Background: an optimization exercise with open tools, aiming at small area, a short achievable clock period and few clock cycles per item. Do not read the settings as production practice.
The RTL was checked by simulation tests, not by an equivalence proof against the original design.
Power is estimated from default activity; no workload was simulated.

`design/flow/run.sh`:
```
#!/bin/bash
# synth_recipe.tcl (not shown) runs the flow's synth.tcl, then flattens the netlist and writes it again
# the make line also repeats each setting of config.mk as NAME=value (left out here)
make -C /OpenROAD-flow-scripts/flow DESIGN_CONFIG=/design/flow/config.mk WORK_HOME=/design/flow/orfs CLKGATE_MAP_FILE= SYNTH_SCRIPT=/design/flow/synth_recipe.tcl finish
```
`design/flow/config.mk`:
```
export PLATFORM = sky130hd
export DESIGN_NAME = nonpreemptive_priority_scheduler_top
export DESIGN_NICKNAME = nonpreemptive_priority_scheduler_top
export VERILOG_FILES = /design/flow/design.v
export SDC_FILE = /design/flow/constraint.sdc
export NUM_CORES = 4
export LEC_CHECK = 0
export CAP_MARGIN = 20
export CORE_MARGIN = 2
export CORE_UTILIZATION = 40
export SETUP_SLACK_MARGIN = 1.5
export SLEW_MARGIN = 20
```
`design/flow/constraint.sdc`:
```
create_clock -name core_clock -period 6.0 [get_ports {clk}]
set_input_delay 1.2000 -clock core_clock [delete_from_list [all_inputs] [get_ports {clk}]]
set_output_delay 1.2000 -clock core_clock [all_outputs]
set_load 0.01 [all_outputs]
```
`design/flow/design.v`:
```
package nps_pkg;
  localparam int MAX_PROCS = 16;
  localparam int IDX_W     = $clog2(MAX_PROCS);
  localparam int CNT_W     = $clog2(MAX_PROCS + 1);
  localparam int ARR_W  = 16;
  localparam int PRI_W  = 8;
  localparam int BUR_W  = 16;
  localparam int TIME_W = 21;
  localparam int JOB_W  = 5;
  typedef struct packed {
    logic             load_job;
    logic             scan_start;
    logic             rd_en;
    logic [IDX_W-1:0] rd_addr;
    logic             decide;
    logic             first;
    logic             calc_tat;
    logic             emit;
    logic             last;
    logic             finish;
  } ctl_cmd_t;
  typedef struct packed {
    logic [CNT_W-1:0] job_count;
    logic             out_busy;
  } dp_sts_t;
endpackage
import nps_pkg::*;
module nonpreemptive_priority_scheduler_top (
  input  logic                        clk,
  input  logic                        rst_n,
  input  logic                        in_valid,
  output logic                        in_stall,
  input  logic [nps_pkg::ARR_W-1:0]   in_arrival_time,
  input  logic [nps_pkg::PRI_W-1:0]   in_priority_req,
  input  logic [nps_pkg::BUR_W-1:0]   in_burst_time,
  input  logic                        in_last_job,
  output logic                        out_valid,
  input  logic                        out_stall,
  output logic [nps_pkg::JOB_W-1:0]   out_job_number,
  output logic [nps_pkg::TIME_W-1:0]  out_completion_time,
  output logic [nps_pkg::TIME_W-1:0]  out_turnaround_time,
  output logic [nps_pkg::TIME_W-1:0]  out_waiting_time,
  output logic                        out_last_result
);
  localparam int NP = MAX_PROCS;
  localparam int QD = 3;                 
  localparam int QW = $clog2(QD + 1);
  localparam int QP = $clog2(QD);
  localparam int HW = TIME_W - ARR_W;    
  function automatic logic [1:0] cmp_tree(input logic [31:0] a, input logic [31:0] b,
                                          input int w);
    logic [31:0] g, e;
    for (int i = 0; i < 32; i++) begin
      g[i] = (i < w) ? (a[i] & ~b[i]) : 1'b0;
      e[i] = (i < w) ? ~(a[i] ^ b[i]) : 1'b1;
    end
    for (int s = 1; s < 32; s = s * 2) begin
      for (int i = 0; i + s < 32; i = i + 2 * s) begin
        g[i] = g[i+s] | (e[i+s] & g[i]);
        e[i] = e[i+s] & e[i];
      end
    end
    cmp_tree = {g[0], e[0]};
  endfunction
  function automatic logic [ARR_W:0] add_pf(input logic [ARR_W-1:0] a, input logic [ARR_W-1:0] b);
    logic [ARR_W-1:0] g, p, gg, pp;
    g  = a & b;
    p  = a ^ b;
    gg = g;
    pp = p;
    for (int s = 1; s < ARR_W; s = s * 2) begin
      for (int i = 0; i < ARR_W; i++) begin
        if ((i / s) % 2 == 1) begin
          gg[i] = gg[i] | (pp[i] & gg[(i / s) * s - 1]);
          pp[i] = pp[i] & pp[(i / s) * s - 1];
        end
      end
    end
    add_pf = {gg[ARR_W-1], p ^ {gg[ARR_W-2:0], 1'b0}};
  endfunction
  logic [ARR_W-1:0] e_arr [NP];
  logic [PRI_W-1:0] e_pri [NP];
  logic [BUR_W-1:0] e_bur [NP];
  logic [IDX_W-1:0] e_num [NP];
  logic [NP-1:0]    done_r;
  logic [CNT_W-1:0] occ_r;               
  logic [CNT_W-1:0] lo_r;                
  logic [CNT_W-1:0] nrem_r;              
  logic [CNT_W-1:0] nopen_r;             
  logic [ARR_W-1:0] omin_r;              
  logic [CNT_W-1:0] q_n   [QD];
  logic [ARR_W-1:0] q_min [QD];
  logic [QW-1:0]    q_cnt_r;
  logic [QP-1:0]    q_rd_r, q_wr_r;
  logic [TIME_W-1:0] t_r;                
  logic              srch_r;             
  logic              a_v_r;
  logic [TIME_W-1:0] a_ct_r;
  logic [ARR_W-1:0]  a_arr_r;
  logic [TIME_W-1:0] a_st_r;
  logic [IDX_W-1:0]  a_num_r;
  logic              a_last_r;
  logic             iv_r;
  logic [ARR_W-1:0] i_arr;
  logic [PRI_W-1:0] i_pri;
  logic [BUR_W-1:0] i_bur;
  logic             i_last;
  logic          igo, keep, close;
  logic          q_full, room;
  logic [NP-1:0] up;                     
  assign q_full   = (q_cnt_r == QW'(QD));
  assign room     = (nopen_r == CNT_W'(NP)) || hole;
  assign igo      = iv_r && room && !(i_last && q_full);
  assign keep     = igo && (nopen_r != CNT_W'(NP));
  assign close    = igo && i_last;
  assign in_stall = iv_r && !igo;
  always_ff @(posedge clk) begin
    if (!rst_n) begin
      iv_r <= 1'b0;
    end else if (!in_stall) begin
      iv_r <= in_valid;
    end
  end
  always_ff @(posedge clk) begin
    if (!in_stall) begin
      i_arr  <= in_arrival_time;
      i_pri  <= in_priority_req;
      i_bur  <= in_burst_time;
      i_last <= in_last_job;
    end
  end
  always_comb begin
    for (int i = 0; i < NP; i++) begin
      logic [1:0] c;
      c = cmp_tree(32'({i_pri, ~i_arr}), 32'({e_pri[i], ~e_arr[i]}),
                   PRI_W + ARR_W);
      up[i] = (CNT_W'(i) >= nopen_r) || !c[1];
    end
  end
  localparam int VW = (ARR_W + 1) + ARR_W + IDX_W;    
  logic [NP-1:0]     act, rdy, above, onehot, aabove, afirst;
  logic [VW-1:0]     tv  [2*NP];          
  logic [2*NP-1:0]   tr;                  
  logic              any;
  logic              a_free, pick;
  logic [ARR_W:0]    p_sum;
  logic [ARR_W-1:0]  p_arr, f_arr;
  logic [IDX_W-1:0]  p_num;
  logic [HW-1:0]     t_hi1;
  logic [TIME_W-1:0] ct;
  logic              activate;
  logic [CNT_W-1:0]  occ_pop;
  logic [NP-1:0]     below;               
  logic              hole, absorb;
  always_comb begin
    for (int i = 0; i < NP; i++) begin
      logic [1:0] c;
      c = cmp_tree(32'(e_arr[i]), 32'(t_r[ARR_W-1:0]), ARR_W);
      act[i] = (CNT_W'(i) >= lo_r) && (CNT_W'(i) < occ_r) && !done_r[i];
      rdy[i] = act[i] && ((t_r[TIME_W-1:ARR_W] != '0) || !(c[1] || (srch_r && c[0])));
      tv[NP+i] = {add_pf(t_r[ARR_W-1:0], e_bur[i]), e_arr[i], e_num[i]};
      tr[NP+i] = rdy[i];
    end
    for (int k = NP - 1; k >= 1; k--) begin
      tr[k] = tr[2*k] | tr[2*k+1];
      tv[k] = tr[2*k+1] ? tv[2*k+1] : tv[2*k];
    end
    tr[0] = 1'b0;
    tv[0] = '0;
    any   = tr[1];
    {p_sum, p_arr, p_num} = tv[1];
    above[NP-1] = 1'b0;
    for (int i = NP - 2; i >= 0; i--) above[i] = above[i+1] | rdy[i+1];
    onehot = rdy & ~above;
    aabove[NP-1] = 1'b0;
    for (int i = NP - 2; i >= 0; i--) aabove[i] = aabove[i+1] | act[i+1];
    afirst = act & ~aabove;
    f_arr = '0;
    for (int i = 0; i < NP; i++) f_arr |= {ARR_W{afirst[i]}} & e_arr[i];
  end
  logic              nz, last1, qne, lastpick;
  logic [TIME_W-1:0] t_any, t_none;
  logic [CNT_W-1:0]  nrem_any, nrem_none;
  assign t_hi1    = t_r[TIME_W-1:ARR_W] + HW'(1);
  assign ct       = {p_sum[ARR_W] ? t_hi1 : t_r[TIME_W-1:ARR_W], p_sum[ARR_W-1:0]};
  assign a_free   = !a_v_r || !out_stall;
  assign nz       = (nrem_r != '0);
  assign last1    = (nrem_r == CNT_W'(1));
  assign qne      = (q_cnt_r != '0);
  assign lastpick = !srch_r && a_free && last1 && qne;    
  assign pick     = any && !srch_r && a_free;
  assign activate = any ? lastpick : (!nz && qne);
  assign t_any  = srch_r ? TIME_W'(p_arr) :
                  !a_free ? t_r :
                  (last1 && qne) ? TIME_W'(q_min[q_rd_r]) : ct;
  assign t_none = !nz ? (qne ? TIME_W'(q_min[q_rd_r]) : t_r) :
                  srch_r ? t_r : TIME_W'(f_arr);
  assign nrem_any  = (srch_r || !a_free) ? nrem_r :
                     last1 ? (qne ? q_n[q_rd_r] : '0) : nrem_r - CNT_W'(1);
  assign nrem_none = (!nz && qne) ? q_n[q_rd_r] : nrem_r;
  always_comb begin
    occ_pop = '0;
    for (int i = 0; i < NP; i++) begin
      if (CNT_W'(i) < occ_r && !done_r[i]) occ_pop = CNT_W'(i + 1);
    end
  end
  always_comb begin
    logic seen;
    seen = 1'b0;
    for (int i = 0; i < NP; i++) begin
      below[i] = !seen;
      seen = seen | done_r[i] | (CNT_W'(i) >= occ_pop);
    end
    hole = seen;
  end
  always_comb begin
    absorb = 1'b0;
    for (int i = 0; i < NP; i++) begin
      if (below[i] && done_r[i] && CNT_W'(i) < occ_pop) absorb = 1'b1;
    end
  end
  always_ff @(posedge clk) begin
    for (int i = 0; i < NP; i++) begin
      if (keep && up[i] && below[i]) begin
        if (i > 0 && up[(i+NP-1)%NP]) begin
          e_arr[i] <= e_arr[(i+NP-1)%NP];
          e_pri[i] <= e_pri[(i+NP-1)%NP];
          e_bur[i] <= e_bur[(i+NP-1)%NP];
          e_num[i] <= e_num[(i+NP-1)%NP];
        end else begin
          e_arr[i] <= i_arr;
          e_pri[i] <= i_pri;
          e_bur[i] <= i_bur;
          e_num[i] <= nopen_r[IDX_W-1:0];
        end
      end
    end
  end
  always_ff @(posedge clk) begin
    for (int i = 0; i < NP; i++) begin
      logic dn_i, dn_p;
      dn_i = done_r[i] | (pick & onehot[i]);
      dn_p = (i > 0) ? (done_r[(i+NP-1)%NP] | (pick & onehot[(i+NP-1)%NP])) : 1'b0;
      if (keep && up[i] && below[i]) begin
        done_r[i] <= (i > 0 && up[(i+NP-1)%NP]) ? dn_p : 1'b0;
      end else begin
        done_r[i] <= dn_i;
      end
    end
  end
  logic [CNT_W-1:0] nopen_nx;
  logic [ARR_W-1:0] omin_nx;
  logic [CNT_W-1:0] lo_keep, lo_act;
  logic [QW-1:0]    q_cnt_keep, q_cnt_act;
  assign lo_keep    = lo_r + (keep ? CNT_W'(1) : CNT_W'(0));
  assign lo_act     = lo_keep - q_n[q_rd_r];
  assign q_cnt_keep = q_cnt_r + (close ? QW'(1) : QW'(0));
  assign q_cnt_act  = q_cnt_keep - QW'(1);
  always_comb begin
    logic [1:0] c;
    c = cmp_tree(32'(omin_r), 32'(i_arr), ARR_W);
    nopen_nx = nopen_r + (keep ? CNT_W'(1) : CNT_W'(0));
    omin_nx  = omin_r;
    if (keep && (nopen_r == '0 || c[1])) omin_nx = i_arr;
  end
  always_ff @(posedge clk) begin
    if (close) begin
      q_n[q_wr_r]   <= nopen_nx;
      q_min[q_wr_r] <= omin_nx;
    end
    omin_r <= omin_nx;
  end
  always_ff @(posedge clk) begin
    if (!rst_n) begin
      occ_r   <= '0;
      lo_r    <= '0;
      nrem_r  <= '0;
      nopen_r <= '0;
      q_cnt_r <= '0;
      q_rd_r  <= '0;
      q_wr_r  <= '0;
      srch_r  <= 1'b0;
      a_v_r   <= 1'b0;
    end else begin
      occ_r <= occ_pop + ((keep && !absorb) ? CNT_W'(1) : CNT_W'(0));
      lo_r  <= activate ? lo_act : lo_keep;
      nopen_r <= close ? '0 : nopen_nx;
      if (close) q_wr_r <= (q_wr_r == QP'(QD - 1)) ? '0 : q_wr_r + QP'(1);
      if (activate) q_rd_r <= (q_rd_r == QP'(QD - 1)) ? '0 : q_rd_r + QP'(1);
      q_cnt_r <= activate ? q_cnt_act : q_cnt_keep;
      nrem_r <= any ? nrem_any : nrem_none;
      srch_r <= any ? srch_r : (nz && !srch_r);
      a_v_r <= pick || (a_v_r && out_stall);
    end
  end
  always_ff @(posedge clk) begin
    t_r <= any ? t_any : t_none;
  end
  always_ff @(posedge clk) begin
    if (a_free) begin
      a_ct_r   <= ct;
      a_arr_r  <= p_arr;
      a_st_r   <= t_r;
      a_num_r  <= p_num;
      a_last_r <= (nrem_r == CNT_W'(1));
    end
  end
  assign out_valid           = a_v_r;
  assign out_job_number      = JOB_W'(a_num_r) + JOB_W'(1);
  assign out_completion_time = a_ct_r;
  assign out_turnaround_time = a_ct_r - TIME_W'(a_arr_r);
  assign out_waiting_time    = a_st_r - TIME_W'(a_arr_r);
  assign out_last_result     = a_last_r;
endmodule
```
==> results of run 1 <==
## area by class of cell
cell class / instances / area [µm²] / share of cell area
diodes: 9 / 22.5 / 0.000262
clock buffers: 146 / 3160 / 0.0367
clock inverters: 74 / 937 / 0.0109
inverters: 327 / 1330 / 0.0155
multi-input cells: 5262 / 43300 / 0.503
flip-flops and latches: 955 / 28100 / 0.326
well taps: 2355 / 2950 / 0.0342
repair buffers: 674 / 6290 / 0.0731
## final timing paths
kind / start / to / depth (start not counted)
max reg2reg: t_r[11] / t_r[15] / 18
min: q_rd_r[0] / register / 2
min reg2reg: q_rd_r[0] / register / 2
max: a_arr_r[0] / out_turnaround_time[18] / 15
## cell usage after synthesis (all sizes together), types with 72 or more instances
cell type | instances | area [µm²]
clkbuf | 229 | 860
nand2 | 581 | 2180
o211ai | 80 | 606
nand3 | 136 | 681
a21o | 166 | 1250
buf | 86 | 393
inv | 327 | 1230
nand4 | 72 | 450
mux2i | 91 | 911
ha | 927 | 11600
o21a | 99 | 743
o21ai | 517 | 2590
a21oi | 367 | 1840
nor3 | 112 | 582
nor2 | 306 | 1150
a211oi | 115 | 873
xnor2 | 120 | 1050
xor2 | 72 | 631
edfxtp | 892 | 26800
mux2 | 498 | 5610
nand2b | 77 | 482
## critical path, delay by kind of cell (launching register included)
kind	cells	cell delay [ns]
buf+inv	2	0.34
xor+xnor	1	0.14
simple gates	4	0.43
flops	1	0.46
compound gates	6	0.89
fa+ha+maj	2	0.56
## metal layers
layer,vias up,share of wire,track usage
li1,27200,-,-
met1,30900,0.42,0.462
met2,3912,0.40,0.456
met3,751,0.12,0.0916
met4,6,0.062,0.178
met5,-,0.00015,0
## power by group
part | total (mW) | switching [mW] | internal [mW]
combinational | 18.7 | 11.1 | 7.58
clock | 7.79 | 3.24 | 4.55
sequential | 8.62 | 0.660 | 7.96
## sequential cells by signal, indices dropped and copies added (netlist names), 8 cells and up, named ones only
signal	cells
omin_r	16
t_r	21
e_pri	128
i_pri	8
done_r	16
i_bur	16
i_arr	16
q_n	15
a_arr_r	16
q_min	48
a_ct_r	21
e_bur	256
a_st_r	21
e_arr	256
e_num	64
## what timing repair did
| action | CTS | global route |
|---|---|---|
| pin swaps | 57 | 73 |
| gates resized for setup | 269 | 219 |
| endpoints found under the setup margin | 1234 | 827 |
| setup buffers | 124 | 66 |
| gates cloned | 3 | 6 |
## through the flow
step,setup slack [ns],cells,hold WS [ns],utilization,cell area (µm²)
6_report,1.15,9802,0.488,0.482,86100
3_5_place_dp,0.575,9374,0.477,0.440,78500
4_1_cts,1.21,9721,0.490,0.473,84500
2_1_floorplan,1.05,6855,0.406,-,72300
5_1_grt,0.962,9793,0.525,0.482,86000
3_3_place_gp,0.420,9373,0.478,0.440,78400
## logic make-up after synthesis
group           Yosys count
simple gates           1581
xor+xnor                192
fa+ha+maj               994
compound gates         1902
flops                   955
buf+inv                 642
mux                     589
==> run_results.csv, run 1 <==
group,metric,value,unit
timing,count_of_endpoints_failing_setup_in_the_final_report,0,
outcome,run_status,"finished clean",
floorplanning,fp.dieW,428,µm
logic_synthesis,synth.avg_cell_area,10.5,µm²
logic_synthesis,ys_seq_elements,955,
power_and_ir_drop,power.total,35.1,mW
layout,post_route_cells_drive_above_1_share,0.219,
clocking,hold_buffers,0,
clocking,root_buffer,"clkbuf_16",
logic_synthesis,synth_flop_cell,"edfxtp_1",
timing,hold_viol,0,
logic_synthesis,netlist_area,71900,µm²
logic_synthesis,synthesis.instances,6855,
logic_synthesis,yosys.cell_types.count,100,
clocking,h_tree_depth,3,
logic_synthesis,synth_compound_area_frac,0.176,
critical_path,required_time_of_the_worst_setup_path,4.80,ns
logic_synthesis,synthXorXnorAreaFrac,0.0234,
timing,worst_slew_pin_slew,1.20,ns
floorplanning,die-area,183000,µm²
global_route,grt_pass1_wl,438000,µm
layout,layout.cells.most_common,"ha_1",
floorplanning,fp.dieH,428,µm
run,maxCapViolCount,0,
routing,dr.first_iter.drc_count,8341,
timing,tns_setup,0,ns
power_and_ir_drop,leakagePower,34.4,nW
critical_path,critPathArrivalTime,3.65,ns
logic_synthesis,synthesized_area_fraction_occupied_by_and_or_nand_nor_cells,0.105,
logic_synthesis,synth-edff-count,892,
critical_path,critical-path-max-stage-delay,0.46,ns
routing,wire_per_inst,32.1,µm
critical_path,worstSetupStartpointType,"register",
clocking,cts_clk_pin_slew_worst_paths,0.06,ns
logic_synthesis,synth.yosys.warnings,6,
logic_synthesis,synth_sequential_area_ratio,0.390,
critical_path,cp_cell_sequence,"ha_4 -> fa_2 -> nor2b_2 -> o21ai_2 -> a21boi_2 -> o21ai_1 -> nand2b_1 -> a21oi_2 -> o2111ai_2 -> nand3_1 -> a41oi_2 -> buf_4 -> nor2_4 -> xor2_1 -> buf_2",
floorplanning,initial_util,0.403,
place,routabilityCongestion,1.08,
timing,clock-skew-final,0.0548,ns
routing,total_via_count_after_detailed_routing,62800,
timing,final_period_minus_worst_setup_slack,4.85,ns
routing,detail-route-antenna-nets,0,
logic_synthesis,post_synth_fa_ha_maj_area_fraction,0.180,
routing,wirelength,315000,µm
routing,drt_drc_violations_left,0,
global_route,globalRouteTotalUtil,0.329,
timing,final_max_slew_violation_count,0,
clocking,tritoncts.num_buffers,116,
logic_synthesis,async_reset_ff_frac,0,
global_route,grt_antenna_before_repair,13,
clocking,tritoncts_clock_tree,"yes",
clocking,worst_skew_pair_latency,0.82,ns
timing,setup_repair_after_global_routing_missed_its_margin,"yes",
critical_path,reg2reg_setup_slack,1.41,ns
routing,drt_pre_antenna_iters,9,
power_and_ir_drop,vdd_drop_max,298,µV
timing,slew_headroom,0.197,
clocking,ctsLongestPathBuffers,3,
floorplanning,num_io_pins,116,
critical_path,worst-path-max-fanout,2,
layout,layout_common_cells,"ha_1 (911), edfxtp_1 (892), nand2_1 (570)",
logic_synthesis,combinational_family_with_the_most_area_after_synthesis,"adder cells",
layout,nets,8375,
floorplanning,core.rowCount,155,
floorplanning,fp.coreArea,178000,µm²
global_route,grt_remaining_overflow,0,
logic_synthesis,post_synth_mux_area_share,0.0907,
clocking,cts.sink_count,955,
routing,vias_per_cell,6.41,
place,hpwl_dp,236000,µm
critical_path,timing.setup.critical_path_class,"register to output pin",
power_and_ir_drop,power-per-cell-area,408,nW/µm²
layout,flow.area_growth_from_synthesis,19.7,%
critical_path,slowest_stage,"edfxtp_1",
place,placement.io_buffers,115,
global_route,grt_pass1_vias,58400,
timing,post_route_clock_period_utilization,0.809,
min_path,holdCritPathClass,"register to register",
timing,maximum_clock_frequency,0.206,GHz
layout,filler_cell_count_in_the_final_layout,16300,
critical_path,crit_path_end_kind,"output pin",
global_route,largest_net_degree_at_the_start_of_global_routing,64,
logic_synthesis,post_synth_net_total,7894,
Testbench counts, summed over its fixed seeds: cycles 21,251, jobs 19,788.
==> run 2: changes to the inputs <==
--- a/design/flow/config.mk
+++ b/design/flow/config.mk
@@ -6,7 +6,9 @@
 export NUM_CORES = 4
 export LEC_CHECK = 0
+export ABC_AREA = 1
 export CAP_MARGIN = 20
 export CORE_MARGIN = 2
 export CORE_UTILIZATION = 40
+export PLACE_DENSITY = 0.75
 export SETUP_SLACK_MARGIN = 1.5
 export SLEW_MARGIN = 20
==> run_results.csv, run 2 <==
group,metric,value,unit
outcome,run_status,"finished clean",
logic_synthesis,synth_top_area_frac,0.381,
global_route,grt_pass1_wl,379000,µm
routing,dr.first_iter.drc_count,8219,
power_and_ir_drop,leakagePower,34.9,nW
logic_synthesis,synthTopCellsByCount,"nand2_1 (1867), o21ai_0 (1003), ha_1 (927)",
critical_path,worstSetupStartpointType,"register",
global_route,grt_pass1_vias,60600,
clocking,ctsLongestPathBuffers,3,
place,hpwl_dp,197000,µm
power_and_ir_drop,power.total,34.2,mW
layout,post-route-cell-area,81000,µm²
floorplanning,die-area,179000,µm²
logic_synthesis,synth_sequential_area_ratio,0.399,
timing,layout_setup_ws,1.10,ns
critical_path,reg2reg_setup_slack,1.49,ns
power_and_ir_drop,vdd_drop_max,496,µV
routing,drt_drc_violations_left,0,
critical_path,slowest_stage,"edfxtp_1",
clocking,cts.sink_count,955,
place,placement.io_buffers,115,
clocking,h_tree_depth,3,
logic_synthesis,synth_flop_cell,"edfxtp_1",
critical_path,timing.setup.critical_path_class,"register to output pin",
floorplanning,fp.coreArea,174000,µm²
routing,detail-route-antenna-nets,0,
global_route,grt_antenna_before_repair,4,
logic_synthesis,top_cells_by_area_synth,"edfxtp_1 (38%), ha_1 (17%), nand2_1 (10%)",
critical_path,worstPathBufferInverterCount,2,
logic_synthesis,synth.yosys.warnings,6,
layout,final_cell_count_no_fill,10800,
logic_synthesis,async_reset_ff_frac,0,
critical_path,crit_path_end_kind,"output pin",
timing,count_of_endpoints_failing_setup_in_the_final_report,0,
logic_synthesis,synthesis.instances,8157,
logic_synthesis,post-synth-top-area-cell,"edfxtp_1",
logic_synthesis,netlist_area,70300,µm²
global_route,grt_remaining_overflow,0,
logic_synthesis,ys_seq_elements,955,
logic_synthesis,synth-edff-count,892,
critical_path,cp_cell_sequence,"buf_6 -> fa_2 -> nor2_2 -> a211oi_2 -> o21ai_2 -> a21oi_2 -> o21ai_2 -> a21oi_2 -> o21ai_2 -> a21oi_2 -> o21bai_1 -> nand3_1 -> nand2_2 -> nand3_1 -> nand3_2 -> xor2_2 -> buf_2",
global_route,globalRouteTotalUtil,0.279,
critical_path,worst-path-max-fanout,3,
place,total_instance_count_after_detailed_placement,10500,
power_and_ir_drop,power-per-cell-area,422,nW/µm²
logic_synthesis,yosys.cell_count.top_type,"nand2_1",
place,routabilityCongestion,1.04,
critical_path,critical-path-max-stage-delay,0.48,ns
timing,final_period_minus_worst_setup_slack,4.90,ns
layout,layout.cells.most_common,"nand2_1",
critical_path,critPathArrivalTime,3.70,ns
timing,setup_repair_after_global_routing_missed_its_margin,"yes",
layout,largestRegisters,"e_arr x256, e_bur x256, e_pri x128",
timing,tns_setup,0,ns
logic_synthesis,synth.avg_cell_area,8.62,µm²
floorplanning,fp.dieH,423,µm
place,placement.cell_area,74900,µm²
layout,layout_common_cells,"nand2_1 (1813), o21ai_0 (966), ha_1 (913)",
min_path,holdCritPathClass,"register to register",
global_route,largest_net_degree_at_the_start_of_global_routing,90,
clocking,tritoncts_clock_tree,"yes",
place,pre_cts_ws,0.718,ns
layout,post_route_cells_drive_above_1_share,0.114,
timing,maximum_clock_frequency,0.204,GHz
routing,wire_per_inst,23.9,µm
clocking,cts_clk_pin_slew_worst_paths,0.06,ns
timing,finalHoldWorstSlack,0.457,ns
timing,worst_slew_pin_slew,1.09,ns
layout,nets,9462,
clocking,root_buffer,"clkbuf_16",
timing,clock-skew-final,0.0608,ns
floorplanning,initial_util,0.403,
run,maxCapViolCount,0,
critical_path,crit_family,"compound AO/OA/AOI/OAI gates",
layout,finalCoreUtilization,0.465,
floorplanning,fp.dieW,423,µm
layout,filler_cell_count_in_the_final_layout,16300,
routing,total_via_count_after_detailed_routing,64200,
logic_synthesis,post_synth_net_total,9196,
routing,vias_per_cell,5.92,
timing,slew_headroom,0.274,
timing,post_route_clock_period_utilization,0.817,
layout,flow.area_growth_from_synthesis,15.3,%
routing,drt_pre_antenna_iters,7,
clocking,tritoncts.num_buffers,106,
timing,final_max_slew_violation_count,0,
timing,hold_viol,0,
routing,wirelength,259000,µm
clocking,worst_skew_pair_latency,0.78,ns
floorplanning,num_io_pins,116,
floorplanning,core.rowCount,153,
logic_synthesis,yosys.cell_types.count,64,
critical_path,required_time_of_the_worst_setup_path,4.80,ns
==> run 2: cell types whose count changed in the layout (fill, tap and decap cells not counted), moves of 90 or more <==
cell | before | now
nand2_1 | 570 | 1813
a21oi_1 | 345 | 528
nor2_1 | 287 | 430
buf_4 | 453 | 309
mux2i_1 | 90 | 0
a21o_1 | 160 | 30
inv_1 | 301 | 627
o21ai_0 | 463 | 966
mux2_2 | 497 | 0
nand3_1 | 132 | 373
==> run 2: logic make-up (layout without fill, tap and decap cells) <==
group                    after synthesis  count (layout)  share of synthesized area
adder cells (fa/ha/maj)              994             994                      0.184
AND/OR/NAND/NOR                     3015            3016                      0.181
AO/OA/AOI/OAI                       1983            1983                      0.158
other                                  0               3                          0
flip-flops                           955             955                      0.399
XOR/XNOR                             174             174                     0.0217
buffers and inverters               1036            1389                     0.0568
==> run 2: cell type report <==
type,count,area [µm²],share of cell area
multi-input combinational,6167,39400,0.486
sequential,955,28100,0.346
timing repair buffer,480,4250,0.0525
tap,2325,2910,0.0359
clock buffer,146,2870,0.0355
inverter,711,2840,0.0351
clock inverter,50,667,0.00823
timing repair inverter,2,22.5,0.000278
antenna,3,7.51,0.0000926
==> run 2: worst paths after layout <==
path | from | endpoint | cells past startpoint
setup / recovery | a_arr_r[1] | out_turnaround_time[18] | 17
hold / removal | i_bur[11] | e_bur[0][11] | 0
setup reg to reg | t_r[0] | t_r[0] | 24
hold reg to reg | i_bur[11] | e_bur[0][11] | 0
==> run 2: worst register-to-register path, stage by stage (launching register included) <==
cell and delay, ns:
edfxtp_1 0.44, clkinvlp_4 0.21, buf_12 0.19, buf_6 0.12
buf_4 0.14, ha_1 0.28, a21oi_1 0.06, o21bai_1 0.18
a21oi_1 0.09, nor2_1 0.09, nor2_1 0.05, o21ai_1 0.16
a21oi_1 0.10, o21ai_1 0.16, nand2_1 0.08, nand2_1 0.07
buf_4 0.20, nand4_1 0.30, buf_12 0.28, a21oi_1 0.22
nand3_1 0.10, nand3_1 0.23, nand2_1 0.29, nand2_1 0.14
nand3_1 0.08
==> run 2: power breakdown <==
group	internal [mW]	leakage (nW)	total [mW]	switching (mW)
combinational	7.01	24.5	18.5	11.5
sequential	8.06	8.76	8.79	0.728
clock	3.89	1.71	6.87	2.98
==> run 2: layer usage <==
layer | wire (µm) | track usage
met4 | 18000 | 0.168
met5 | 0 | 0
met1 | 98600 | 0.366
met3 | 31800 | 0.0621
met2 | 110000 | 0.420
==> run 2: repair_timing <==
item | 4_1_cts | 5_1_grt
cloned | 1 | 2
endpoints found under the setup margin | 718 | 793
pin swaps | 29 | 52
buffers inserted | 85 | 74
hold endpoints to repair | 0 | 0
hold buffers | 0 | 0
resized for setup | 258 | 203

-- afterwards: timing with drivers on the ports --
No port has a modelled driver above. Below, the same layouts with a new extraction and two added sets of constraints. Step 1 (the two cells are an assumption about what drives the block):
set clk [get_ports {clk}]
set_driving_cell -lib_cell sky130_fd_sc_hd__clkbuf_16 $clk
set_driving_cell -lib_cell sky130_fd_sc_hd__buf_2 [delete_from_list [all_inputs] $clk]
Step 2 times the ports against the registers' clock, not the clock port: input delays grow and output delays shrink by t, the midpoint of the rising clock arrivals with the driver on. Three values: no drivers, after step 1, after step 2; two values: the first two.
run	t, ns	setup WS [ns]	worst hold slack (ns)	worst setup path at the end	worst data-port slew with drivers (ns)
run 1	0.873	1.149 / 1.065 / 1.412	0.488 / 0.488 / 0.488	register to register	0.11
run 2	0.839	1.100 / 1.011 / 1.491	0.457 / 0.457 / 0.457	register to register	0.05
After both steps every run listed still meets setup and hold.
